This design comes from an exercise in tuning for small area, a short achievable clock period and few clock cycles on the open sky130 flow, not from production work. Only simulation tests tie the RTL to the original design; equivalence was not proved.

==> run K <==
Design fc_mvm_par, start of the top module:
module fc_mvm_par #(
  parameter int M = 8,
  parameter int N = 8,
  parameter int T = 16,
  parameter int P = 2,
  parameter int R = 1
) (
  input  logic                     clk,
  input  logic                     reset,
  input  logic                     input_valid,
  output logic                     input_ready,
  input  logic [T-1:0]             input_data,
  output logic                     output_valid,
  input  logic                     output_ready,
  output logic [T-1:0]             output_data,
  input  logic                     w_wr_en,
  input  logic [$clog2(M*N)-1:0]   w_addr,
  input  logic [T-1:0]             w_data,
  output logic                     w_ready
);
clock: 9.0 ns
lec_check: 0
cap_margin: 20
core_margin: 2
core_utilization: 50
setup_slack_margin: 5
slew_margin: 20
run.sh (not shown) runs the stock make flow with config.mk's settings and CLKGATE_MAP_FILE= SYNTH_SCRIPT=/design/flow/synth_recipe.tcl, a recipe that flattens the netlist after the stock synthesis.
==> run Y: changes against run K <==
--- a/flow/design.v
+++ b/flow/design.v
@@ -1,20 +1,32 @@
 package fc_pkg;
   localparam int ACC_W = 35;
 endpackage
 module fc_mac_lane (
   input  logic        clk,
-  input  logic        first,      
-  input  logic        valid,      
-  input  logic [15:0] w,          
-  input  logic [15:0] x1,         
-  input  logic [17:0] x3,         
-  output logic [15:0] result      
+  input  logic        first_d,    
+  input  logic        valid_d,    
+  input  logic [15:0] w_d,        
+  input  logic [15:0] x1_d,       
+  input  logic [17:0] x3_d,       
+  input  logic        load,       
+  output logic [15:0] result,     
+  output logic [15:0] slot        
 );
-  logic [34:0] acc_s, acc_c, acc_s_in, acc_c_in, acc_s_nx, acc_c_nx, sum;
+  logic        first, valid;
+  logic [15:0] w, x1;
+  logic [17:0] x3;
+  always_ff @(posedge clk) begin
+    first <= first_d;
+    valid <= valid_d;
+    w     <= w_d;
+    x1    <= x1_d;
+    x3    <= x3_d;
+  end
+  logic [34:0] acc_s, acc_c, acc_s_in, acc_c_in, acc_s_nx, acc_c_nx;
   logic [17:0] m1, m2, m3, m4;
   logic [18:0] wx;
   logic [5:0] neg, d1, d2, d3, d4, sb;
   localparam logic [34:0] INIT = 35'h6db700000;
   logic [17:0] pp0;
   logic [17:0] pp1;
   logic [17:0] pp2;
@@ -411,19 +423,32 @@
   assign acc_c_nx[33] = fs112;
   assign acc_s_nx[34] = fc112;
   assign acc_c_nx[34] = hs29;
   always_ff @(posedge clk) begin
     acc_s <= acc_s_nx;
     acc_c <= acc_c_nx;
   end
-  assign sum = acc_s + acc_c;
+  logic [15:0] lo;
+  logic [19:0] up;
+  logic [19:0] ua, ub, uk;
+  logic neg_sum, up_zero;
+  assign lo = {1'b0, acc_s[14:0]} + {1'b0, acc_c[14:0]};
+  assign ua = acc_s[34:15];
+  assign ub = acc_c[34:15];
+  assign up = {1'b0, ua[18:0]} + {1'b0, ub[18:0]};
+  assign neg_sum = ua[19] ^ ub[19] ^ (up[19] | ((&(ua[18:0] ^ ub[18:0])) & lo[15]));
+  assign uk = {ua[18:0] | ub[18:0], lo[15]};
+  assign up_zero = ((ua ^ ub) == uk);
   always_comb begin
-    if (sum[34])            result = 16'h0000;
-    else if (|sum[33:15])  result = 16'h7fff;
-    else                    result = {1'b0, sum[14:0]};
+    if (neg_sum)       result = 16'h0000;
+    else if (!up_zero) result = 16'h7fff;
+    else               result = {1'b0, lo[14:0]};
+  end
+  always_ff @(posedge clk) begin
+    if (load) slot <= result;
   end
 endmodule
 module fc_mvm_par #(
   parameter int M = 8,
   parameter int N = 8,
   parameter int T = 16,
   parameter int P = 2,
@@ -438,112 +463,138 @@
   input  logic                     output_ready,
   output logic [T-1:0]             output_data,
   input  logic                     w_wr_en,
   input  logic [$clog2(M*N)-1:0]   w_addr,
   input  logic [T-1:0]             w_data,
   output logic                     w_ready
 );
-  logic [15:0] w_mem [64];
+  logic [15:0] ring [8][8];       
+  logic [2:0]  ph;                
+  logic        pend_v;            
+  logic [2:0]  pend_row, pend_col;
+  logic [15:0] pend_d;
+  logic        w_acc, pend_land, pend_v_n;
+  assign w_acc     = w_wr_en & w_ready;
+  assign pend_land = pend_v & (pend_col == ph);
+  assign pend_v_n  = w_acc | (pend_v & ~pend_land);
   always_ff @(posedge clk) begin
-    if (w_wr_en && w_ready) w_mem[w_addr] <= w_data;
+    ph     <= ph + 3'd1;
+    pend_v <= pend_v_n;
+    if (w_acc) begin
+      pend_row <= w_addr[5:3];
+      pend_col <= w_addr[2:0];
+      pend_d   <= w_data;
+    end
+    for (int r = 0; r < 8; r++) begin
+      for (int p = 0; p < 7; p++) ring[r][p] <= ring[r][p+1];
+      ring[r][7] <= (pend_land && pend_row == r[2:0]) ? pend_d : ring[r][0];
+    end
   end
   logic [2:0]  x_cnt;             
   logic        sk_v;              
   logic [15:0] sk_d;
   logic [2:0]  sk_col;
   logic        xv;                
   logic [15:0] x_d;
   logic [2:0]  x_col;
-  logic [15:0] x1_s1;             
-  logic [17:0] x3_s1;             
-  logic        s1_valid, s1_first, s1_last;
-  logic [15:0] w_sel [8];
+  logic [2:0]  rd_pos;            
+  logic        s1_last;           
+  logic [15:0] x1_nx;             
+  logic [17:0] x3_nx;             
+  logic        s1_valid_nx, s1_first_nx;
+  logic [15:0] w_nx [8];          
   logic        acc_done;          
-  logic [15:0] q [9];             
-  logic [3:0]  cnt;               
+  logic [15:0] slot [8];          
+  logic [2:0]  rp;                
+  logic [3:0]  sc;                
   logic [15:0] res [8];
-  logic accept, fire, cp, acc_done_n, move, xfree, sk_v_n;
-  logic [3:0] cnt_n;
+  logic accept, ofree, cp, acc_done_n, move, xfree, sk_v_n;
+  logic [3:0] sc_n;
   logic [2:0] x_cnt_n;
   assign accept  = input_valid & input_ready;
-  assign fire    = output_valid & output_ready;
-  assign cp      = acc_done & (cnt <= 4'd1);
+  assign ofree   = ~output_valid | output_ready;
+  assign cp      = acc_done & (sc == 4'd0);
   assign acc_done_n = (acc_done & ~cp) | s1_last;
-  assign cnt_n   = cnt - {3'b0, fire} + (cp ? 4'd8 : 4'd0);
-  assign move    = xv & ((x_col != 3'd0) | ~acc_done_n | (cnt_n <= 4'd1));
+  always_comb begin
+    if (cp)                       sc_n = ofree ? 4'd7 : 4'd8;
+    else if (ofree && sc != 4'd0) sc_n = sc - 4'd1;
+    else                          sc_n = sc;
+  end
+  assign move    = xv & ((x_col != 3'd0) | ~acc_done_n | (sc_n == 4'd0));
   assign xfree   = move | ~xv;
   assign sk_v_n  = (sk_v | accept) & ~xfree;
   assign x_cnt_n = x_cnt + {2'b0, accept};
   always_ff @(posedge clk or posedge reset) begin
     if (reset) begin
       x_cnt        <= '0;
       sk_v         <= 1'b0;
       xv           <= 1'b0;
-      s1_valid     <= 1'b0;
-      s1_first     <= 1'b0;
       s1_last      <= 1'b0;
       acc_done     <= 1'b0;
-      cnt          <= '0;
+      sc           <= '0;
+      rp           <= '0;
       output_valid <= 1'b0;
+      output_data  <= '0;
       input_ready  <= 1'b0;
       w_ready      <= 1'b0;
     end else begin
       x_cnt        <= x_cnt_n;
       sk_v         <= sk_v_n;
       if (xfree) xv <= sk_v | accept;
-      s1_valid     <= move;
-      s1_first     <= move & (x_col == 3'd0);
       s1_last      <= move & (x_col == 3'd7);
       acc_done     <= acc_done_n;
-      cnt          <= cnt_n;
-      output_valid <= (cnt_n != 4'd0);
+      sc           <= sc_n;
+      if (cp) begin
+        rp <= ofree ? 3'd1 : 3'd0;
+        if (ofree) begin
+          output_valid <= 1'b1;
+          output_data  <= res[0];
+        end
+      end else if (ofree) begin
+        output_valid <= (sc != 4'd0);
+        if (sc != 4'd0) begin
+          output_data <= slot[rp];
+          rp          <= rp + 3'd1;
+        end
+      end
       input_ready  <= ~sk_v_n;
-      w_ready      <= (x_cnt_n == 3'd0) & ~sk_v_n;
+      w_ready      <= (x_cnt_n == 3'd0) & ~sk_v_n & ~pend_v_n;
     end
   end
   always_ff @(posedge clk) begin
     if (accept & ~xfree) begin
       sk_d   <= input_data;
       sk_col <= x_cnt;
     end
     if (xfree) begin
-      x_d   <= sk_v ? sk_d : input_data;
-      x_col <= sk_v ? sk_col : x_cnt;
+      x_d    <= sk_v ? sk_d : input_data;
+      x_col  <= sk_v ? sk_col : x_cnt;
+      rd_pos <= (sk_v ? sk_col : x_cnt) - ph - 3'd1;
+    end else begin
+      rd_pos <= rd_pos - 3'd1;    
     end
   end
   logic [17:0] x_ext;
-  assign x_ext = {{2{x_d[15]}}, x_d};
-  always_ff @(posedge clk) begin
-    x1_s1 <= move ? x_d : 16'd0;
-    x3_s1 <= move ? x_ext + {x_ext[16:0], 1'b0} : 18'd0;
-    for (int r = 0; r < 8; r++) w_sel[r] <= w_mem[{r[2:0], x_col}];
+  assign x_ext  = {{2{x_d[15]}}, x_d};
+  assign s1_valid_nx = move;
+  assign s1_first_nx = move & (x_col == 3'd0);
+  assign x1_nx = move ? x_d : 16'd0;
+  assign x3_nx = move ? x_ext + {x_ext[16:0], 1'b0} : 18'd0;
+  always_comb begin
+    for (int r = 0; r < 8; r++)
+      w_nx[r] = (pend_v && pend_row == r[2:0] && pend_col == x_col) ? pend_d
+                                                                    : ring[r][rd_pos];
   end
   for (genvar r = 0; r < 8; r++) begin : g_row
     fc_mac_lane u_lane (
       .clk    (clk),
-      .first  (s1_first),
-      .valid  (s1_valid),
-      .w      (w_sel[r]),
-      .x1     (x1_s1),
-      .x3     (x3_s1),
+      .first_d (s1_first_nx),
+      .valid_d (s1_valid_nx),
+      .w_d     (w_nx[r]),
+      .x1_d    (x1_nx),
+      .x3_d    (x3_nx),
+      .load    (cp),
+      .slot    (slot[r]),
       .result (res[r])
     );
   end
-  logic keep0;
-  assign keep0 = (cnt == 4'd1) & ~fire;
-  always_ff @(posedge clk or posedge reset) begin
-    if (reset) q[0] <= '0;
-    else if (cp & ~keep0) q[0] <= res[0];
-    else if (fire) q[0] <= q[1];
-  end
-  always_ff @(posedge clk) begin
-    for (int k = 1; k < 9; k++) begin
-      if (cp) begin
-        if (keep0) q[k] <= res[k-1];
-        else if (k < 8) q[k] <= res[k];
-      end else if (fire) begin
-        if (k < 8) q[k] <= q[k+1];
-      end
-    end
-  end
-  assign output_data = q[0];
 endmodule
CORE_UTILIZATION = 45   (was 50)
PLACE_DENSITY = 0.7   (was unset)
==> summary of the runs <==
- Run K finished with timing, DRC and antenna clean. Run Y completed without violations.
- In run Y the maximum frequency is higher than in run K, by 4.0%.
- Of run Y and run K, run Y has the higher register-to-register slack (gap 160 ps).
- In run Y the synthesized area is lower than in run K, by 8.9%.
- Global-route usage: run K is higher than run Y (3.4 points).
- Sequential share of layout area: run K is higher than run Y (3.0 points).
- Of run Y and run K, run K has the higher cell count (gap 1.0%, measured against run K).
- Clock skew: run Y is lower than run K (44 ps).
==> figures <==
	run K	run Y
Synth Warn #	7	8
Number of clock-tree buffers in the layout	299	277
Number of nets in the finished design	13700	13700
Synth Area in Adders	18.6%	22.1%
Most frequent standard cell in the layout excluding fill and tap cells	sky130_fd_sc_hd__edfxtp_1	sky130_fd_sc_hd__dfxtp_1
Outcome	timing/DRC/antenna clean	timing/DRC/antenna clean
Global-route wire length before repair	621000 µm	565000 µm
Clock skew after layout	91.1 ps	46.7 ps
Post-synth EDFFs	1182	180
Sequential cell count of the final layout	1933	1965
Worst reg2reg path startpoint	g_row[2].u_lane.acc_s[0]	rd_pos[0]
Final core utilization	56.9%	50.4%
Min-delay src	x_cnt[1]	ring[20][4]
Layout clock area frac	4.84%	5.33%
Initial core utilization	50.3%	45.3%
Met1 layer wirelength in the final routing	176000 µm	156000 µm
Testbench counts of run K, summed over its fixed seeds: cycles 1,624.
Testbench counts of run Y, summed over its fixed seeds: cycles 1,624.

==> separate check: timing with driven ports <==
In the flow no input, the clock included, has a driving cell. The finished layouts below were timed again as built, in two steps.
Step 1 (the two cells are an assumption about what drives the block):
set clk [get_ports {clk}]
set_driving_cell -lib_cell sky130_fd_sc_hd__clkbuf_16 $clk
set_driving_cell -lib_cell sky130_fd_sc_hd__buf_2 [delete_from_list [all_inputs] $clk]
Step 2 also shifts input and output timing later by t, the mid clock arrival at the registers, as if the neighbouring blocks saw the same clock.
Three values: ideal ports, drivers, drivers and shift; two values: the first two.
run	shift t [ns]	setup slack, ns	worst data-port slew with drivers (ns)	pins driven straight from the clock port
run K	0.991	4.777 / 4.777 / 4.109	0.05	1
run Y	0.963	4.938 / 4.938 / 4.219	0.11	1
After both steps every run listed still meets setup and hold. The setup slack of run Y, which loses most, moves by 0.000 ns with the drivers and by -0.719 ns with both steps.
